What follows belongs to an exercise in optimizing a design on an open flow for small area and a short achievable clock period; a production flow would make more cautious choices.
RTL that was checked went through simulation tests only; none was proved equivalent to the original.
Power and IR drop assume default switching activity.

## run A
// cpu
module cpu (
  input  logic          clk,
  input  logic          reset,
  output logic [15:0]   bAddr,
  input  logic [15:0]   bMemRead,
  output logic [15:0]   aAddr,
  input  logic [15:0]   aMemRead,
  output logic [15:0]   ifPc,
  output logic [15:0]   ifIr,
  output logic [15:0]   exCalResult,
  output logic [1:0]    exMemControl,
  output logic [3:0]    meRegisterT,
  output logic          meWriteEnable,
  output logic [15:0]   meCalResult,
  output logic          tFlag,
  output logic [175:0]  registerValue
);
  logic [15:0] pc;
  logic [15:0] idIr;
  logic        inDelaySlot;
  logic [3:0]  exRegisterT;
  logic        exWriteEnable;
  logic        exLoad;
  logic [15:0] regs [11];
  logic [15:0] opS, opM;
  logic        sFromEx, sFromMe, mFromEx, mFromMe;
  logic [3:0] op;
  assign op = idIr[15:12];
  logic isAdd, isSub, isAnd, isOr, isXor, isMovi, isAddi, isCmpEq, isCmpGt, isLoad;
  logic isBt, isBf, isJr;
  assign isAdd   = op == 4'd1;
  assign isSub   = op == 4'd2;
  assign isAnd   = op == 4'd3;
  assign isOr    = op == 4'd4;
  assign isXor   = op == 4'd5;
  assign isMovi  = op == 4'd6;
  assign isAddi  = op == 4'd7;
  assign isCmpEq = op == 4'd8;
  assign isCmpGt = op == 4'd9;
  assign isLoad  = op == 4'd10;
  assign isBt    = op == 4'd11;
  assign isBf    = op == 4'd12;
  assign isJr    = op == 4'd13;
  logic decWriteEnable;
  assign decWriteEnable = (op >= 4'd1 && op <= 4'd7) || isLoad;
  logic [15:0] rs, rm;
  assign rs = sFromEx ? exCalResult : (sFromMe ? meCalResult : opS);
  assign rm = mFromEx ? exCalResult : (mFromMe ? meCalResult : opM);
  logic        invert, carryIn;
  logic [15:0] bOp, p, g, sum;
  logic        c15;
  assign bOp    = rm ^ {16{invert}};
  adder16 aluAdder (.a(rs), .b(bOp), .cin(carryIn), .sum(sum), .c15(c15), .andAB(g), .xorAB(p));
  logic gt, eq;
  assign gt = (!rs[15] && rm[15]) || ((!rs[15] || rm[15]) && c15);
  assign eq = p == 16'd0;
  logic [15:0] result;
  logic selSum, selG, selP, selRm;
  assign selSum = isAdd || isAddi || isSub;
  assign selG   = isAnd || isOr;
  assign selP   = isXor || isOr;
  assign selRm  = !(selSum || selG || selP);
  ...
Size in the first run: about 1,400 cells after synthesis, roughly 310 flip-flops, ~310 I/O pins, roughly 0.015 sq mm of cells after synthesis.
clock: 6.0 ns
lec_check: 0
cap_margin: 20
core_margin: 2
core_utilization: 40
setup_slack_margin: 3.15
slew_margin: 20
standard.sh (not shown) runs the stock make flow with config.mk's settings and CLKGATE_MAP_FILE= SYNTH_SCRIPT=/design/flow/synth_recipe.tcl, a recipe that flattens the netlist after the stock synthesis.
==> flow/flow/run.sh <==
#!/bin/bash
# The standard layout, with these changes:
#  - synthesis: flow/my_synth.tcl (abc scripts flow/map.abc for the adder
#    modules, flow/top.abc for the rest; no full/half adder cells);
#  - ports are buffered with the smallest buffer instead of a delay cell;
#  - clock tree synthesis without dummy loads.
# Everything else (floorplan, tap cells, power grid, placement, CTS,
# routing) is the standard flow's own flow, run through standard.sh.
set -euo pipefail
here=$(pwd)
bash standard.sh ADDER_MAP_FILE= SYNTH_SCRIPT="$here/flow/my_synth.tcl" \
  "BUFFER_PORTS_ARGS=-buffer_cell sky130_fd_sc_hd__buf_1" \
  "CTS_ARGS=-sink_clustering_enable -repair_clock_nets -dont_use_dummy_load -buf_list sky130_fd_sc_hd__clkbuf_8" \
  finish > "$here/standard_flow.log" 2>&1
==> flow/flow/map.abc <==
strash
map
topo
stime -c
buffer -c
upsize -c
dnsize -c
==> flow/flow/my_synth.tcl <==
# The standard synthesis script (synth_recipe.tcl) with two changes:
#  - abc maps the adder modules with flow/map.abc (plain mapping of the
#    prefix trees as written) and the rest with flow/top.abc (area-leaning),
#    instead of ORFS's speed script;
#  - the adder modules keep their own hierarchy while abc maps, so abc sees
#    each adder alone; they are flattened at the end, as synth_recipe.tcl does.
# Flip-flops are mapped before abc and all live in the top module, so the
# registers, their names and cells are those of the standard synthesis.
set ::my_dir [file dirname [file normalize [info script]]]
set ::my_keep_done 0
proc abc {args} {
  set i [lsearch -exact $args -script]
  if { $i < 0 } { yosys abc {*}$args; return }
  set j [expr {$i + 1}]
  yosys abc {*}[lreplace $args $j $j $::my_dir/map.abc] adder16 addS8
  yosys abc {*}[lreplace $args $j $j $::my_dir/top.abc] cpu
}
proc synth {args} {
  if { !$::my_keep_done } {
    set ::my_keep_done 1
    yosys setattr -mod -set keep_hierarchy 1 adder16 addS8
  }
  yosys synth -nofsm -noshare {*}$args
}
source $::env(SCRIPTS_DIR)/synth.tcl
# left out here: clear keep_hierarchy, flatten, clean up, hide names made inside functions, write 1_2_yosys.v
==> flow/flow/top.abc <==
strash
&get -n
&fraig -x
&put
scorr
dc2
strash
&get -n
&dch -f
&nf
&put
diff inputs: run A => run B
==> flow/flow/map.abc <==
strash
map -a
-- flow/config.mk --
<<< run A, line 11
export SETUP_SLACK_MARGIN = 3.15
>>> run B, line 11
export SETUP_SLACK_MARGIN = 3.0
## What came out
Run B did not stop at any stage, and its layout met the timing, DRC and antenna checks. Switching fraction of total power for run B is lower than for run A. The setup slack of run B is smaller than that of run A. Run B vs. run A: maximum fanout along the worst path went down by 2; fraction of area in registers saw an increase; overall power after layout now sits lower; clock power decreased about 3%. Diff run A and run B: number of placement rows lower in run B. Design area was lower in run B than in run A.
Modified inputs, run C compared to run B
-- flow/flow/run.sh --
<<< run B, line 13
  "CTS_ARGS=-sink_clustering_enable -repair_clock_nets -dont_use_dummy_load -buf_list sky130_fd_sc_hd__clkbuf_8" \
>>> run C, line 13
  "CTS_ARGS=-sink_clustering_enable -repair_clock_nets -dont_use_dummy_load -sink_clustering_size 16 -buf_list sky130_fd_sc_hd__clkbuf_8" \
==> flow/flow/map.abc <==
strash
map
topo
stime -c
buffer -c
upsize -c
dnsize -c
## What came out
Across both runs, area growth from synthesis to layout was lower for run C than for run B.
From run B to run C the numbers moved as follows: post-layout instance area now sits higher, post-route worst hold slack fell 0.022 ns.
Vias: run C above run B
--- input diff run C..run D ---
-- flow/flow/run.sh --
<<< run C, line 13
  "CTS_ARGS=-sink_clustering_enable -repair_clock_nets -dont_use_dummy_load -sink_clustering_size 16 -buf_list sky130_fd_sc_hd__clkbuf_8" \
>>> run D, line 13
  "CTS_ARGS=-sink_clustering_enable -repair_clock_nets -dont_use_dummy_load -sink_clustering_size 20 -buf_list sky130_fd_sc_hd__clkbuf_4" \
-- flow/config.mk --
<<< run C, line 11
export SETUP_SLACK_MARGIN = 3.0
>>> run D, line 11
export SETUP_SLACK_MARGIN = 2.7
==> run notes <==
Run D has completed all stages; timing, DRC and antenna checks passed. Run C reached the end of the flow, and the finished layout is clean on the timing, DRC and antenna checks. Between run D and run C, the difference in number of cells produced by synthesis is negligible. Run C → run D: routed wire length per instance did not really move; number of sequential storage elements did not really move; non-clock buffer count went down. Compared with run C, in run D cell area dropped about 4%, proportion of power drawn by combinational gates barely changed, total iterations of the first detailed-routing run dropped 2, non-clock buffering overhead in the final layout dropped 1.6 points, worst setup slack dropped 0.22 ns. Number of post-CTS setup repair buffers ends up higher on run C. Via count of run C is on par with run D.
## Diff of input files: run E against run D
-- flow/flow/run.sh --
<<< run D, line 13
  "CTS_ARGS=-sink_clustering_enable -repair_clock_nets -dont_use_dummy_load -sink_clustering_size 20 -buf_list sky130_fd_sc_hd__clkbuf_4" \
>>> run E, line 13
  "CTS_ARGS=-sink_clustering_enable -repair_clock_nets -dont_use_dummy_load -buf_list sky130_fd_sc_hd__clkbuf_8" \
-- flow/config.mk --
<<< run D, line 11
export SETUP_SLACK_MARGIN = 2.7
>>> run E, line 11
export SETUP_SLACK_MARGIN = 3.0
Findings:
- The final layout from run E, which completed every stage, passed the timing, DRC and antenna checks at the end of the flow.
- Relative to run D, run E degrades maximum VDD drop.
- Run D has higher logic depth of the worst setup path including buffers than run E.
- | number of unique standard cell types used by synthesis | run E vs run D | ≈ equal |
- Between run E and run D, the hold slack figures differ only marginally.
- In the tables for run D and run E, number of buffers and inverters on the critical path reads lower with run D.
Function was not checked in any run of this note: the RTL went through the layout flow alone.

* * *

The RTL this note starts from:
==> flow/design.v <==
`timescale 1ns/1ns
package cpuPkg;
  typedef logic [16-1:0] word_t;
  typedef logic [3:0] regIndex_t;
  typedef enum logic [3:0] {
    OP_NOP   = 4'd0,
    OP_ADD   = 4'd1,
    OP_SUB   = 4'd2,
    OP_AND   = 4'd3,
    OP_OR    = 4'd4,
    OP_XOR   = 4'd5,
    OP_MOVI  = 4'd6,
    OP_ADDI  = 4'd7,
    OP_CMPEQ = 4'd8,
    OP_CMPGT = 4'd9,
    OP_LOAD  = 4'd10,
    OP_BT    = 4'd11,
    OP_BF    = 4'd12,
    OP_JR    = 4'd13
  } opcode_t;
  typedef enum logic [2:0] {
    ALU_PASS, ALU_ADD, ALU_SUB, ALU_AND, ALU_OR, ALU_XOR, ALU_CMPEQ, ALU_CMPGT
  } aluOp_t;
  typedef enum logic [1:0] {MEM_NONE, MEM_LOAD} memOp_t;
  typedef enum logic [2:0] {JUMP_NONE, JUMP_REL, JUMP_REG} jumpOp_t;
  typedef enum logic [1:0] {BYP_FILE, BYP_EX, BYP_ME, BYP_IMM} bypassSel_t;
endpackage
`timescale 1ns/1ns
module adder16 (
  input  logic [15:0] a,
  input  logic [15:0] b,
  input  logic        cin,
  output logic [15:0] sum,
  output logic        c15,
  output logic [15:0] andAB,
  output logic [15:0] xorAB
);
  logic [15:0] g, p, gp;
  assign andAB = a & b;
  assign xorAB = a ^ b;
  always_comb begin
    g = andAB;
    p = xorAB;
    g[0] = g[0] | (p[0] & cin);
    gp = p;
    for (int l = 0; l < 4; l++) begin
      for (int i = 15; i >= 0; i--) begin
        if (((i >> l) & 1) == 1) begin
          g[i]  = g[i] | (gp[i] & g[((i >> l) << l) - 1]);
          gp[i] = gp[i] & gp[((i >> l) << l) - 1];
        end
      end
    end
  end
  assign sum = p ^ {g[14:0], cin};
  assign c15 = g[14];
endmodule
module addS8 (
  input  logic [15:0] a,
  input  logic [7:0]  b,
  output logic [15:0] y
);
  logic [7:0] g, p, gp, hi, inc, dec;
  logic       allOnes, allZeros, carry;
  always_comb begin
    g = a[7:0] & b;
    p = a[7:0] ^ b;
    gp = p;
    for (int l = 0; l < 3; l++) begin
      for (int i = 7; i >= 0; i--) begin
        if (((i >> l) & 1) == 1) begin
          g[i]  = g[i] | (gp[i] & g[((i >> l) << l) - 1]);
          gp[i] = gp[i] & gp[((i >> l) << l) - 1];
        end
      end
    end
    carry = g[7];
    hi = a[15:8];
    allOnes  = 1'b1;
    allZeros = 1'b1;
    for (int i = 0; i < 8; i++) begin
      inc[i]   = hi[i] ^ allOnes;
      dec[i]   = hi[i] ^ allZeros;
      allOnes  = allOnes & hi[i];
      allZeros = allZeros & !hi[i];
    end
    y[7:0] = p ^ {g[6:0], 1'b0};
    if (carry && !b[7])      y[15:8] = inc;
    else if (!carry && b[7]) y[15:8] = dec;
    else                     y[15:8] = hi;
  end
endmodule
`timescale 1ns/1ns
module cpu (
  input  logic          clk,
  input  logic          reset,
  output logic [15:0]   bAddr,
  input  logic [15:0]   bMemRead,
  output logic [15:0]   aAddr,
  input  logic [15:0]   aMemRead,
  output logic [15:0]   ifPc,
  output logic [15:0]   ifIr,
  output logic [15:0]   exCalResult,
  output logic [1:0]    exMemControl,
  output logic [3:0]    meRegisterT,
  output logic          meWriteEnable,
  output logic [15:0]   meCalResult,
  output logic          tFlag,
  output logic [175:0]  registerValue
);
  logic [15:0] pc;
  logic [15:0] idIr;
  logic        inDelaySlot;
  logic [3:0]  exRegisterT;
  logic        exWriteEnable;
  logic        exLoad;
  logic [15:0] regs [11];
  logic [15:0] opS, opM;
  logic        sFromEx, sFromMe, mFromEx, mFromMe;
  logic [3:0] op;
  assign op = idIr[15:12];
  logic isAdd, isSub, isAnd, isOr, isXor, isMovi, isAddi, isCmpEq, isCmpGt, isLoad;
  logic isBt, isBf, isJr;
  assign isAdd   = op == 4'd1;
  assign isSub   = op == 4'd2;
  assign isAnd   = op == 4'd3;
  assign isOr    = op == 4'd4;
  assign isXor   = op == 4'd5;
  assign isMovi  = op == 4'd6;
  assign isAddi  = op == 4'd7;
  assign isCmpEq = op == 4'd8;
  assign isCmpGt = op == 4'd9;
  assign isLoad  = op == 4'd10;
  assign isBt    = op == 4'd11;
  assign isBf    = op == 4'd12;
  assign isJr    = op == 4'd13;
  logic decWriteEnable;
  assign decWriteEnable = (op >= 4'd1 && op <= 4'd7) || isLoad;
  logic [15:0] rs, rm;
  assign rs = sFromEx ? exCalResult : (sFromMe ? meCalResult : opS);
  assign rm = mFromEx ? exCalResult : (mFromMe ? meCalResult : opM);
  logic        invert, carryIn;
  logic [15:0] bOp, p, g, sum;
  logic        c15;
  assign bOp    = rm ^ {16{invert}};
  adder16 aluAdder (.a(rs), .b(bOp), .cin(carryIn), .sum(sum), .c15(c15), .andAB(g), .xorAB(p));
  logic gt, eq;
  assign gt = (!rs[15] && rm[15]) || ((!rs[15] || rm[15]) && c15);
  assign eq = p == 16'd0;
  logic [15:0] result;
  logic selSum, selG, selP, selRm;
  assign selSum = isAdd || isAddi || isSub;
  assign selG   = isAnd || isOr;
  assign selP   = isXor || isOr;
  assign selRm  = !(selSum || selG || selP);
  assign result = ({16{selSum}} & sum) | ({16{selG}} & g) | ({16{selP}} & p) | ({16{selRm}} & rm);
  logic tNext;
  assign tNext = isCmpGt ? gt : eq;
  logic [7:0] immA;
  always_comb begin
    if (isMovi)      immA = idIr[7:0];
    else if (isAddi) immA = {{4{idIr[3]}}, idIr[3:0]};
    else if (isLoad) immA = {4'b0, idIr[3:0]};
    else             immA = 8'd0;
  end
  logic [15:0] addrNext;
  addS8 addrAdder (.a(rs), .b(immA), .y(addrNext));
  logic jumpRel, jumpReg;
  assign jumpRel = !inDelaySlot && ((isBt && tFlag) || (isBf && !tFlag));
  assign jumpReg = !inDelaySlot && isJr;
  logic [15:0] pcAdd;
  addS8 pcAdder (.a(pc), .b(jumpRel ? idIr[7:0] : 8'd1), .y(pcAdd));
  logic [15:0] nxtIr;
  assign nxtIr = {reset ? 8'd0 : bMemRead[15:8], bMemRead[7:0]};
  logic [3:0] nS, nM;
  logic       nImm;
  assign nS   = bMemRead[7:4];
  assign nM   = bMemRead[3:0];
  assign nImm = nxtIr[15:13] == 3'b011;   
  logic [15:0] readS, readM, immM;
  logic [10:0] hitReg;
  logic        sHit, mHit;
  always_comb begin
    readS = 16'd0;
    readM = 16'd0;
    sHit  = 1'b0;
    mHit  = 1'b0;
    for (int i = 0; i < 11; i++) begin
      hitReg[i] = meWriteEnable && meRegisterT == 4'(i);
      readS = readS | ({16{nS == 4'(i) && !hitReg[i]}} & regs[i]);
      readM = readM | ({16{nM == 4'(i) && !hitReg[i]}} & regs[i]);
      sHit  = sHit | (nS == 4'(i) && hitReg[i]);
      mHit  = mHit | (nM == 4'(i) && hitReg[i]);
    end
    readS = readS | ({16{sHit}} & meCalResult);
    readM = readM | ({16{mHit}} & meCalResult);
  end
  assign immM = nxtIr[12] ? {{12{nxtIr[3]}}, nxtIr[3:0]} : {{8{nxtIr[7]}}, nxtIr[7:0]};
  always_ff @(posedge clk) begin
    if (reset) begin
      pc            <= 16'd0;
      exWriteEnable <= 1'b0;
      meWriteEnable <= 1'b0;
      tFlag         <= 1'b0;
      meCalResult   <= 16'd0;
    end else begin
      pc            <= jumpReg ? rs : pcAdd;
      exWriteEnable <= decWriteEnable;
      meWriteEnable <= exWriteEnable;
      if (isCmpEq || isCmpGt) tFlag <= tNext;
      meCalResult   <= exLoad ? aMemRead : exCalResult;
    end
    idIr        <= nxtIr;
    invert      <= nxtIr[15:12] == 4'd2 || nxtIr[15:12] == 4'd9;
    carryIn     <= nxtIr[15:12] == 4'd2;
    inDelaySlot <= jumpRel || jumpReg;
    exLoad      <= isLoad;
    opS         <= readS;
    opM         <= nImm ? immM : readM;
    sFromEx     <= nS < 4'd11 && decWriteEnable && idIr[11:8] == nS;
    sFromMe     <= nS < 4'd11 && exWriteEnable && exRegisterT == nS;
    mFromEx     <= !nImm && nM < 4'd11 && decWriteEnable && idIr[11:8] == nM;
    mFromMe     <= !nImm && nM < 4'd11 && exWriteEnable && exRegisterT == nM;
    exCalResult <= result;
    exRegisterT <= idIr[11:8];
    aAddr       <= addrNext;
    meRegisterT <= exRegisterT;
  end
  logic [15:0] writeValue;
  assign writeValue = reset ? 16'd0 : meCalResult;
  always_ff @(posedge clk) begin
    for (int i = 0; i < 11; i++) begin
      if (reset || (meWriteEnable && meRegisterT == 4'(i))) regs[i] <= writeValue;
    end
  end
  always_comb begin
    for (int i = 0; i < 11; i++) registerValue[16*i +: 16] = regs[i];
  end
  assign bAddr        = pc;
  assign ifPc         = pc;
  assign ifIr         = bMemRead;
  assign exMemControl = {1'b0, exLoad};
endmodule
Settings: LEC_CHECK=0, CAP_MARGIN=20, CORE_MARGIN=2, CORE_UTILIZATION=40, SETUP_SLACK_MARGIN=3.2, SLEW_MARGIN=20; clock period 6.0 ns.
==> flow/flow/run.sh <==
#!/bin/bash
# The standard layout, with these changes:
#  - synthesis: flow/my_synth.tcl (abc scripts flow/map.abc for the adder
#    modules, flow/top.abc for the rest; no full/half adder cells);
#  - ports are buffered with the smallest buffer instead of a delay cell;
#  - after global placement, flow/split_feedthrough.tcl gives the fetch
#    logic behind each bMemRead input buffer a buffer of its own;
#  - clock tree synthesis without dummy loads, with clkbuf_4 only.
# Everything else (floorplan, tap cells, power grid, placement, CTS,
# routing) is the standard flow's own flow, run through standard.sh.
set -euo pipefail
here=$(pwd)
bash standard.sh ADDER_MAP_FILE= SYNTH_SCRIPT="$here/flow/my_synth.tcl" \
  "BUFFER_PORTS_ARGS=-buffer_cell sky130_fd_sc_hd__buf_1" \
  "POST_GLOBAL_PLACE_TCL=$here/flow/split_feedthrough.tcl" \
  "CTS_ARGS=-sink_clustering_enable -repair_clock_nets -dont_use_dummy_load -sink_clustering_size 20 -buf_list sky130_fd_sc_hd__clkbuf_4" \
  finish > "$here/standard_flow.log" 2>&1
==> flow/flow/map.abc <==
strash
map
topo
stime -c
buffer -c
upsize -c
dnsize -c
==> flow/flow/split_feedthrough.tcl <==
# ifIr is bMemRead passed straight through. After port buffering, each
# bMemRead input buffer also drives the fetch-stage logic; give that logic a
# buffer of its own so the pass-through path only sees the output buffer.
foreach i {0 1 2 3 4 5 6 7 8 9 10 11 12 13 14 15} {
  set port_net [get_nets -of_objects [get_ports "bMemRead\[$i\]"]]
  set ibuf_in [get_pins -of_objects $port_net -filter "direction == input"]
  if { [llength $ibuf_in] != 1 } { continue }
  set ibuf [get_cells -of_objects $ibuf_in]
  set ibuf_out [get_pins -of_objects $ibuf -filter "direction == output"]
  set net [get_nets -of_objects $ibuf_out]
  set out_net [get_nets -of_objects [get_ports "ifIr\[$i\]"]]
  set obuf_out [get_pins -of_objects $out_net -filter "direction == output"]
  set obuf_name [get_full_name [get_cells -of_objects $obuf_out]]
  set loads {}
  foreach p [get_pins -of_objects $net -filter "direction == input"] {
    if { [get_full_name [get_cells -of_objects $p]] ne $obuf_name } { lappend loads $p }
  }
  if { [llength $loads] > 0 } {
    insert_buffer -buffer_cell sky130_fd_sc_hd__buf_2 -net $net -load_pins $loads
  }
}
Scripts as last shown in full above: flow/flow/my_synth.tcl, flow/flow/top.abc
The first run died in global placement (3_3_place_gp).
Next try:
--- a/flow/flow/run.sh
+++ b/flow/flow/run.sh
@@ -5,5 +5,3 @@
 #  - ports are buffered with the smallest buffer instead of a delay cell;
-#  - after global placement, flow/split_feedthrough.tcl gives the fetch
-#    logic behind each bMemRead input buffer a buffer of its own;
-#  - clock tree synthesis without dummy loads, with clkbuf_4 only.
+#  - clock tree synthesis without dummy loads.
 # Everything else (floorplan, tap cells, power grid, placement, CTS,
@@ -14,3 +12,2 @@
   "BUFFER_PORTS_ARGS=-buffer_cell sky130_fd_sc_hd__buf_1" \
-  "POST_GLOBAL_PLACE_TCL=$here/flow/split_feedthrough.tcl" \
   "CTS_ARGS=-sink_clustering_enable -repair_clock_nets -dont_use_dummy_load -sink_clustering_size 20 -buf_list sky130_fd_sc_hd__clkbuf_4" \
- SETUP_SLACK_MARGIN: 3.2 -> 3.0
removed: flow/flow/split_feedthrough.tcl
The changed run passed the timing, DRC and antenna checks. Synthesized area is unchanged. Synthesized cell count does not change.
Next try:
--- a/flow/flow/run.sh
+++ b/flow/flow/run.sh
@@ -5,3 +5,5 @@
 #  - ports are buffered with the smallest buffer instead of a delay cell;
-#  - clock tree synthesis without dummy loads.
+#  - after global placement, flow/split_feedthrough.tcl gives the fetch
+#    logic behind each bMemRead input buffer a buffer of its own;
+#  - clock tree synthesis without dummy loads, with clkbuf_4 only.
 # Everything else (floorplan, tap cells, power grid, placement, CTS,
@@ -12,2 +14,3 @@
   "BUFFER_PORTS_ARGS=-buffer_cell sky130_fd_sc_hd__buf_1" \
+  "POST_GLOBAL_PLACE_TCL=$here/flow/split_feedthrough.tcl" \
   "CTS_ARGS=-sink_clustering_enable -repair_clock_nets -dont_use_dummy_load -sink_clustering_size 20 -buf_list sky130_fd_sc_hd__clkbuf_4" \
==> flow/flow/split_feedthrough.tcl (new file) <==
# ifIr is bMemRead passed straight through. After port buffering, each
# bMemRead input buffer also drives the fetch-stage logic; give that logic a
# buffer of its own so the pass-through path only sees the output buffer.
foreach i {0 1 2 3 4 5 6 7 8 9 10 11 12 13 14 15} {
  set port_net [get_nets "bMemRead\[$i\]"]
  set ibuf_in [get_pins -of_objects $port_net -filter "direction == input"]
  if { [llength $ibuf_in] != 1 } { continue }
  set ibuf [get_cells -of_objects $ibuf_in]
  set ibuf_out [get_pins -of_objects $ibuf -filter "direction == output"]
  set net [get_nets -of_objects $ibuf_out]
  set out_net [get_nets "ifIr\[$i\]"]
  set obuf_out [get_pins -of_objects $out_net -filter "direction == output"]
  set obuf_name [get_full_name [get_cells -of_objects $obuf_out]]
  set loads {}
  foreach p [get_pins -of_objects $net -filter "direction == input"] {
    if { [get_full_name [get_cells -of_objects $p]] ne $obuf_name } { lappend loads $p }
  }
  if { [llength $loads] > 1 } {
    insert_buffer -buffer_cell sky130_fd_sc_hd__buf_2 -net $net -load_pins $loads
  }
}
- SETUP_SLACK_MARGIN: 3.0 -> 3.2
Total power goes up by 1.7%.
Via count climbs by about 2.6%.
Design area went up by 3.5%.
Synthesized cell count is unchanged.
Hold slack is about the same.
Next try:
--- a/flow/flow/split_feedthrough.tcl
+++ b/flow/flow/split_feedthrough.tcl
@@ -4,3 +4,3 @@
 foreach i {0 1 2 3 4 5 6 7 8 9 10 11 12 13 14 15} {
-  set port_net [get_nets "bMemRead\[$i\]"]
+  set port_net [get_nets -of_objects [get_ports "bMemRead\[$i\]"]]
   set ibuf_in [get_pins -of_objects $port_net -filter "direction == input"]
@@ -10,3 +10,3 @@
   set net [get_nets -of_objects $ibuf_out]
-  set out_net [get_nets "ifIr\[$i\]"]
+  set out_net [get_nets -of_objects [get_ports "ifIr\[$i\]"]]
   set obuf_out [get_pins -of_objects $out_net -filter "direction == output"]
@@ -17,3 +17,3 @@
   }
-  if { [llength $loads] > 1 } {
+  if { [llength $loads] > 0 } {
     insert_buffer -buffer_cell sky130_fd_sc_hd__buf_2 -net $net -load_pins $loads
- SETUP_SLACK_MARGIN: 3.2 -> 3.0
Effect:
- Now the flow never finished: it broke off in global placement (3_3_place_gp)
- synthesized cell count stays the same
- area after synthesis does not change
Next try:
--- a/flow/flow/split_feedthrough.tcl
+++ b/flow/flow/split_feedthrough.tcl
@@ -4,3 +4,3 @@
 foreach i {0 1 2 3 4 5 6 7 8 9 10 11 12 13 14 15} {
-  set port_net [get_nets -of_objects [get_ports "bMemRead\[$i\]"]]
+  set port_net [get_nets "bMemRead\[$i\]"]
   set ibuf_in [get_pins -of_objects $port_net -filter "direction == input"]
@@ -10,3 +10,3 @@
   set net [get_nets -of_objects $ibuf_out]
-  set out_net [get_nets -of_objects [get_ports "ifIr\[$i\]"]]
+  set out_net [get_nets "ifIr\[$i\]"]
   set obuf_out [get_pins -of_objects $out_net -filter "direction == output"]
@@ -17,3 +17,3 @@
   }
-  if { [llength $loads] > 0 } {
+  if { [llength $loads] > 1 } {
     insert_buffer -buffer_cell sky130_fd_sc_hd__buf_2 -net $net -load_pins $loads
The changed run finished clean.
Area after synthesis does not change.
Synthesized cell count is unchanged.

## separate check: timing with driven ports
The flow's constraints put no driver on any port. The routed layouts listed below were extracted and timed again, unchanged, in two steps. Step 1 sets driving cells, clkbuf_16 on the clock port and buf_2 on the other inputs (assumed; they add their load-dependent delay and slew). Step 2 adds t to the input delays and takes it off the output delays; t is the mean of the earliest and latest rising clock arrival at the registers after step 1. Input paths then give back, and output paths get back, about the clock's delay inside the block. a / b / c = ideal / step 1 / step 2; a / b = the first two.
| run | shift t [ns] | setup slack, ns | hold slack, ns | slew at the worst register clock pin (ns) | pins driven straight from the clock port |
|---|---|---|---|---|---|
| run A | 0.630 | 3.093 / 3.093 / 2.536 | 0.382 / 0.382 / 0.382 | 0.07 / 0.07 | 1 |
| run B | 0.655 | 2.874 / 2.874 / 2.449 | 0.399 / 0.399 / 0.399 | 0.07 / 0.07 | 1 |
| run C | 0.629 | 2.988 / 3.012 / 2.383 | 0.377 / 0.377 / 0.377 | 0.06 / 0.06 | 1 |
| run D | 0.784 | 2.772 / 2.772 / 2.032 | 0.393 / 0.393 / 0.393 | 0.08 / 0.08 | 1 |
| run E | 0.624 | 3.017 / 3.022 / 2.418 | 0.395 / 0.395 / 0.395 | 0.06 / 0.06 | 1 |
| the second run of note 2 | 0.811 | 3.035 / 3.006 / 2.358 | 0.394 / 0.394 / 0.394 | 0.08 / 0.08 | 1 |
| the third run of note 2 | 0.798 | 3.163 / 3.163 / 2.473 | 0.393 / 0.393 / 0.393 | 0.07 / 0.07 | 1 |
| the fifth run of note 2 | 0.790 | 2.968 / 2.979 / 2.202 | 0.394 / 0.394 / 0.394 | 0.07 / 0.07 | 1 |
After both steps setup and hold are still met in every run listed. The setup slack of the fifth run of note 2, which loses most, moves by +0.011 ns with the drivers and by -0.766 ns with both steps.
